From an optimization exercise on the open Yosys and OpenROAD flow, aimed at small area, a short achievable clock period and few clock cycles; shortcuts taken in it are not production practice.
Where RTL was checked, it was by simulation tests only, not by an equivalence proof against the original.

==> exp/indigo: inputs <==
Design netflow_v5_packet_builder_core, start of the top module:
module netflow_v5_packet_builder_core #(
	parameter int unsigned RECORDS_PER_PACKET = 30
) (
	input  logic        clk,
	input  logic        arst_n,
	input  logic        flow_valid,
	output logic        flow_ready,
	input  logic [31:0] flow_src_ip,
	input  logic [31:0] flow_dst_ip,
	input  logic [31:0] flow_packet_count,
	input  logic [31:0] flow_byte_count,
	input  logic [63:0] flow_first_seen,
	input  logic [63:0] flow_last_seen,
	input  logic [15:0] flow_src_port,
	input  logic [15:0] flow_dst_port,
	input  logic [7:0]  flow_tcp_flag_bits,
	input  logic [7:0]  flow_protocol,
	input  logic        flow_end_of_batch,
	output logic        words_valid,
	input  logic        words_ready,
	output logic [8:0]  words_word_index,
	output logic [31:0] words_data_word,
	output logic        words_last_of_packet
);
clock: 10.0 ns
lec_check: 0
cap_margin: 20
core_margin: 2
core_utilization: 40
place_density: 0.6
slew_margin: 20
run.sh (not shown) runs the stock make flow with config.mk's settings and CLKGATE_MAP_FILE= SYNTH_SCRIPT=/design/flow/synth_recipe.tcl, a recipe that flattens the netlist after the stock synthesis.
==> exp/harbor: changes against exp/indigo <==
==> flow/design.v (replaced) <==
`timescale 1ns / 1ps
`default_nettype none
package nfv5_pkg;
	localparam logic [15:0] NF_VERSION = 16'd5;
	localparam int unsigned HDR_WORDS = 6;
	localparam int unsigned REC_WORDS = 12;
	localparam int unsigned DIV1000_MUL_W = 29;
	localparam logic [DIV1000_MUL_W-1:0] DIV1000_MUL = 29'd274877907;
	localparam int unsigned DIV1000_SHIFT = 38;
	localparam int unsigned MS_Q_W = 23;
	localparam logic [31:0] K1000 = 32'd1000;
	typedef struct packed {
		logic [31:0] src_ip;
		logic [31:0] dst_ip;
		logic [31:0] packet_count;
		logic [31:0] byte_count;
		logic [31:0] ms_first;
		logic [31:0] ms_last;
		logic [31:0] epoch_secs;
		logic [31:0] epoch_nsecs;
		logic [15:0] src_port;
		logic [15:0] dst_port;
		logic [7:0]  tcp_flag_bits;
		logic [7:0]  protocol;
		logic        end_of_batch;
	} flow_ms_t;
endpackage
`default_nettype wire
`timescale 1ns / 1ps
`default_nettype none
module netflow_v5_packet_builder_core #(
	parameter int unsigned RECORDS_PER_PACKET = 30
) (
	input  logic        clk,
	input  logic        arst_n,
	input  logic        flow_valid,
	output logic        flow_ready,
	input  logic [31:0] flow_src_ip,
	input  logic [31:0] flow_dst_ip,
	input  logic [31:0] flow_packet_count,
	input  logic [31:0] flow_byte_count,
	input  logic [63:0] flow_first_seen,
	input  logic [63:0] flow_last_seen,
	input  logic [15:0] flow_src_port,
	input  logic [15:0] flow_dst_port,
	input  logic [7:0]  flow_tcp_flag_bits,
	input  logic [7:0]  flow_protocol,
	input  logic        flow_end_of_batch,
	output logic        words_valid,
	input  logic        words_ready,
	output logic [8:0]  words_word_index,
	output logic [31:0] words_data_word,
	output logic        words_last_of_packet
);
	function automatic logic [8:0] div125_r4(input logic [6:0] r, input logic [1:0] d);
		logic [9:0] x, x1, x2, x3;
		logic [1:0] q;
		logic [6:0] ro;
		x  = {1'b0, r, d};
		x1 = x - 10'd125;
		x2 = x - 10'd250;
		x3 = x - 10'd375;
		if (!x3[9]) begin
			q  = 2'd3;
			ro = x3[6:0];
		end else if (!x2[9]) begin
			q  = 2'd2;
			ro = x2[6:0];
		end else if (!x1[9]) begin
			q  = 2'd1;
			ro = x1[6:0];
		end else begin
			q  = 2'd0;
			ro = x[6:0];
		end
		div125_r4 = {q, ro};
	endfunction
	function automatic logic [9:0] div125_top(input logic [8:0] x);
		logic [2:0] q;
		logic [8:0] ro;
		if (x >= 9'd500) begin
			q  = 3'd4;
			ro = x - 9'd500;
		end else if (x >= 9'd375) begin
			q  = 3'd3;
			ro = x - 9'd375;
		end else if (x >= 9'd250) begin
			q  = 3'd2;
			ro = x - 9'd250;
		end else if (x >= 9'd125) begin
			q  = 3'd1;
			ro = x - 9'd125;
		end else begin
			q  = 3'd0;
			ro = x;
		end
		div125_top = {q, ro[6:0]};
	endfunction
	logic [31:0] r_src, r_dst, r_pc, r_bc, r_ports;
	logic [7:0]  r_flags, r_proto;
	logic [31:0] sf, sl;            
	logic [22:0] uf, ul;            
	logic [6:0]  rf, rl;            
	logic [31:0] base_q, seq_q, h_up, h_secs;
	logic [31:0] h_ns;              
	logic [4:0]  cnt_q, hcnt_q;
	logic        opn_q;             
	logic        seq_c;             
	logic [8:1]  k_q;
	logic        c_b0, c_opn;       
	logic        c_gt;              
	logic        fr_q, busy_q, ov_q, close_q, pend_q, pend_close_q;
	logic [4:0]  pos_q;
	logic [8:0]  widx_q;
	logic       take, close_in;
	logic [4:0] cnt_in;
	assign take     = flow_valid && fr_q;
	assign cnt_in   = opn_q ? 5'd1 : cnt_q + 5'd1;
	assign close_in = (cnt_in == 5'(RECORDS_PER_PACKET)) || flow_end_of_batch;
	logic        k_div, k_mul, k_ns, k_idle;
	logic [9:0]  tf, tl;
	logic [8:0]  f1, f2, l1, l2;
	logic [31:0] qf, ql;
	logic [31:0] f_a, f_b, f_sum, l_a, l_b, l_sum;
	logic        f_ci, l_ci, l_co;
	assign k_div  = |k_q[5:1];
	assign k_mul  = |k_q[3:1];
	assign k_ns   = k_q[5] || k_q[7] || k_q[8];
	assign k_idle = !(|k_q);
	assign tf = div125_top(flow_first_seen[31:23]);
	assign tl = div125_top(flow_last_seen[31:23]);
	assign f1 = div125_r4(rf, uf[19:18]);
	assign f2 = div125_r4(f1[6:0], uf[17:16]);
	assign l1 = div125_r4(rl, ul[19:18]);
	assign l2 = div125_r4(l1[6:0], ul[17:16]);
	assign qf = {9'd0, uf};
	assign ql = {9'd0, ul};
	always_comb begin
		f_a  = sf;
		f_b  = qf;
		f_ci = 1'b0;
		l_a  = sl;
		l_b  = ql;
		l_ci = 1'b0;
		if (k_mul) begin
			f_b = sf << 2;
			l_b = sl << 2;
		end else if (k_q[4]) begin
			f_a  = sf << 3;
			f_b  = c_b0 ? 32'd0 : ~base_q;
			f_ci = !c_b0;
			l_a  = sl << 3;
			l_b  = c_b0 ? ~(sf << 3) : ~base_q;
			l_ci = 1'b1;
		end else if (k_q[7]) begin
			l_b  = c_b0 ? ~qf : ~sf;
			l_ci = 1'b1;
		end
		if (k_ns) begin
			f_a = h_ns;
			f_b = h_ns << 2;
		end
	end
	assign f_sum = f_a + f_b + 32'(f_ci);
	assign {l_co, l_sum} = {1'b0, l_a} + {1'b0, l_b} + 33'(l_ci);
	logic hs, last_w, avail67;
	assign hs      = ov_q && words_ready;
	assign last_w  = close_q ? (pos_q == 5'd17) : (pos_q == 5'd11);
	assign avail67 = k_q[7] || k_q[8] || k_idle;
	logic       busy_n, ov_n, close_n, pend_n, pend_close_n, fr_n;
	logic [4:0] pos_n;
	always_comb begin
		busy_n       = busy_q;
		ov_n         = ov_q;
		close_n      = close_q;
		pend_n       = pend_q;
		pend_close_n = pend_close_q;
		pos_n        = pos_q;
		if (take) begin
			pend_n       = 1'b1;
			pend_close_n = close_in;
		end
		if (!busy_q) begin
			if (take) begin
				busy_n  = 1'b1;
				pos_n   = 5'd0;
				ov_n    = 1'b1;
				close_n = close_in;
				pend_n  = 1'b0;
			end
		end else if (!ov_q || words_ready) begin
			if (ov_q && last_w) begin
				if (pend_n) begin
					pos_n   = 5'd0;
					ov_n    = 1'b1;
					close_n = pend_close_n;
					pend_n  = 1'b0;
				end else begin
					busy_n = 1'b0;
					ov_n   = 1'b0;
				end
			end else begin
				if (ov_q) pos_n = pos_q + 5'd1;
				ov_n = (pos_n == 5'd6 || pos_n == 5'd7) ? avail67 : 1'b1;
			end
		end
		fr_n = !pend_n && (!busy_n || (close_n ? (pos_n >= 5'd16) : (pos_n >= 5'd10)));
	end
	always_ff @(posedge clk or negedge arst_n) begin
		if (!arst_n) begin
			fr_q         <= 1'b1;
			busy_q       <= 1'b0;
			ov_q         <= 1'b0;
			close_q      <= 1'b0;
			pend_q       <= 1'b0;
			pend_close_q <= 1'b0;
			pos_q        <= 5'd0;
			widx_q       <= 9'd6;
			k_q          <= '0;
			opn_q        <= 1'b1;
			cnt_q        <= 5'd0;
			hcnt_q       <= 5'd0;
			base_q       <= 32'd0;
			seq_q        <= 32'd0;
			seq_c        <= 1'b0;
		end else begin
			fr_q         <= fr_n;
			busy_q       <= busy_n;
			ov_q         <= ov_n;
			close_q      <= close_n;
			pend_q       <= pend_n;
			pend_close_q <= pend_close_n;
			pos_q        <= pos_n;
			if (hs) widx_q <= (close_q && pos_q == 5'd11) ? 9'd0 : widx_q + 9'd1;
			if (hs && close_q && pos_q == 5'd11) hcnt_q <= cnt_q;
			seq_c <= 1'b0;
			if (hs && pos_q == 5'd16) begin
				{seq_c, seq_q[7:0]} <= {1'b0, seq_q[7:0]} + 9'(hcnt_q);
			end
			if (seq_c) seq_q[31:8] <= seq_q[31:8] + 24'd1;
			k_q <= {k_q[7:1], take};
			if (take) begin
				opn_q <= close_in;
				cnt_q <= cnt_in;
			end
			if (k_q[6] && c_b0) base_q <= f_sum;
		end
	end
	always_ff @(posedge clk) begin
		if (fr_q) begin
			r_src   <= flow_src_ip;
			r_dst   <= flow_dst_ip;
			r_pc    <= flow_packet_count;
			r_bc    <= flow_byte_count;
			r_ports <= {flow_src_port, flow_dst_port};
			r_flags <= flow_tcp_flag_bits;
			r_proto <= flow_protocol;
			sf      <= flow_first_seen[63:32];
			sl      <= flow_last_seen[63:32];
			uf      <= {tf[9:7], flow_first_seen[22:3]};
			ul      <= {tl[9:7], flow_last_seen[22:3]};
			rf      <= tf[6:0];
			rl      <= tl[6:0];
			c_b0    <= (base_q == 32'd0);
			c_opn   <= opn_q;
			if (opn_q) begin
				h_secs <= flow_last_seen[63:32];
				h_ns   <= flow_last_seen[31:0];
			end
		end else begin
			if (k_div) begin
				uf[19:0] <= {uf[15:0], f1[8:7], f2[8:7]};
				rf <= f2[6:0];
				ul[19:0] <= {ul[15:0], l1[8:7], l2[8:7]};
				rl <= l2[6:0];
			end
			if (k_mul || k_q[4] || k_q[6]) sf <= (k_q[6] && c_b0) ? 32'd0 : f_sum;
			if (k_mul || k_q[4] || k_q[6] || (k_q[7] && c_b0)) sl <= l_sum;
			if (k_q[7]) c_gt <= !c_b0 && !l_co;
			if (c_opn && k_ns) h_ns <= f_sum;
			if (c_opn && k_q[7]) h_up <= c_b0 ? l_sum : sl;
		end
	end
	always_comb begin
		case (pos_q)
			5'd0:    words_data_word = r_src;
			5'd1:    words_data_word = r_dst;
			5'd4:    words_data_word = r_pc;
			5'd5:    words_data_word = r_bc;
			5'd6:    words_data_word = c_gt ? sl : sf;
			5'd7:    words_data_word = sl;
			5'd8:    words_data_word = r_ports;
			5'd9:    words_data_word = {8'h00, r_flags, r_proto, 8'h00};
			5'd12:   words_data_word = {16'd5, 11'd0, cnt_q};
			5'd13:   words_data_word = h_up;
			5'd14:   words_data_word = h_secs;
			5'd15:   words_data_word = {h_ns[28:0], 3'd0};
			5'd16:   words_data_word = seq_q;
			default: words_data_word = 32'd0;
		endcase
	end
	assign flow_ready           = fr_q;
	assign words_valid          = ov_q;
	assign words_word_index     = widx_q;
	assign words_last_of_packet = (pos_q == 5'd17);
endmodule
`default_nettype wire
- SETUP_SLACK_MARGIN: not set -> 5
==> notes <==
- Between exp/harbor and exp/indigo, the lower count of clock-buffer cells in the layout is in exp/indigo (gap 11).
- Of exp/indigo and exp/harbor, exp/harbor has the higher core utilization (gap 1.2 points).
- Die area: exp/harbor is lower than exp/indigo (about 2.1%).
- Of exp/indigo and exp/harbor, exp/harbor has the higher setup slack (gap 3.1 ns).
- Against exp/indigo, the critical path depth of exp/harbor is lower by 20.
- Hold slack: exp/indigo is better than exp/harbor (0.063 ns).
Testbench counts of exp/harbor, summed over its fixed seeds: cycles 40,354.
No functional check of the RTL was part of exp/indigo.

afterwards: timing with drivers on the ports:
How much do the figures lean on ideal ports? The routed layouts below were timed once more, with nothing changed but the port constraints.
Step 1, drivers: a clkbuf_16 drives clk and a buf_2 each remaining input, both assumed.
Step 2 times the ports against the registers' clock, not the clock port: input delays grow and output delays shrink by t, the midpoint of the rising clock arrivals with the driver on.
a / b / c = no drivers / after step 1 / after step 2; a / b = the first two.
| run | shift t [ns] | setup slack, ns | worst register clock-pin slew, ns |
|---|---|---|---|
| exp/indigo | 0.690 | 1.484 / 1.484 / 1.484 | 0.07 / 0.07 |
| exp/harbor | 0.702 | 4.564 / 4.500 / 4.545 | 0.07 / 0.07 |
After both steps every run listed still meets setup and hold. The setup slack of exp/harbor, which loses most, moves by -0.064 ns with the drivers and by -0.019 ns with both steps.
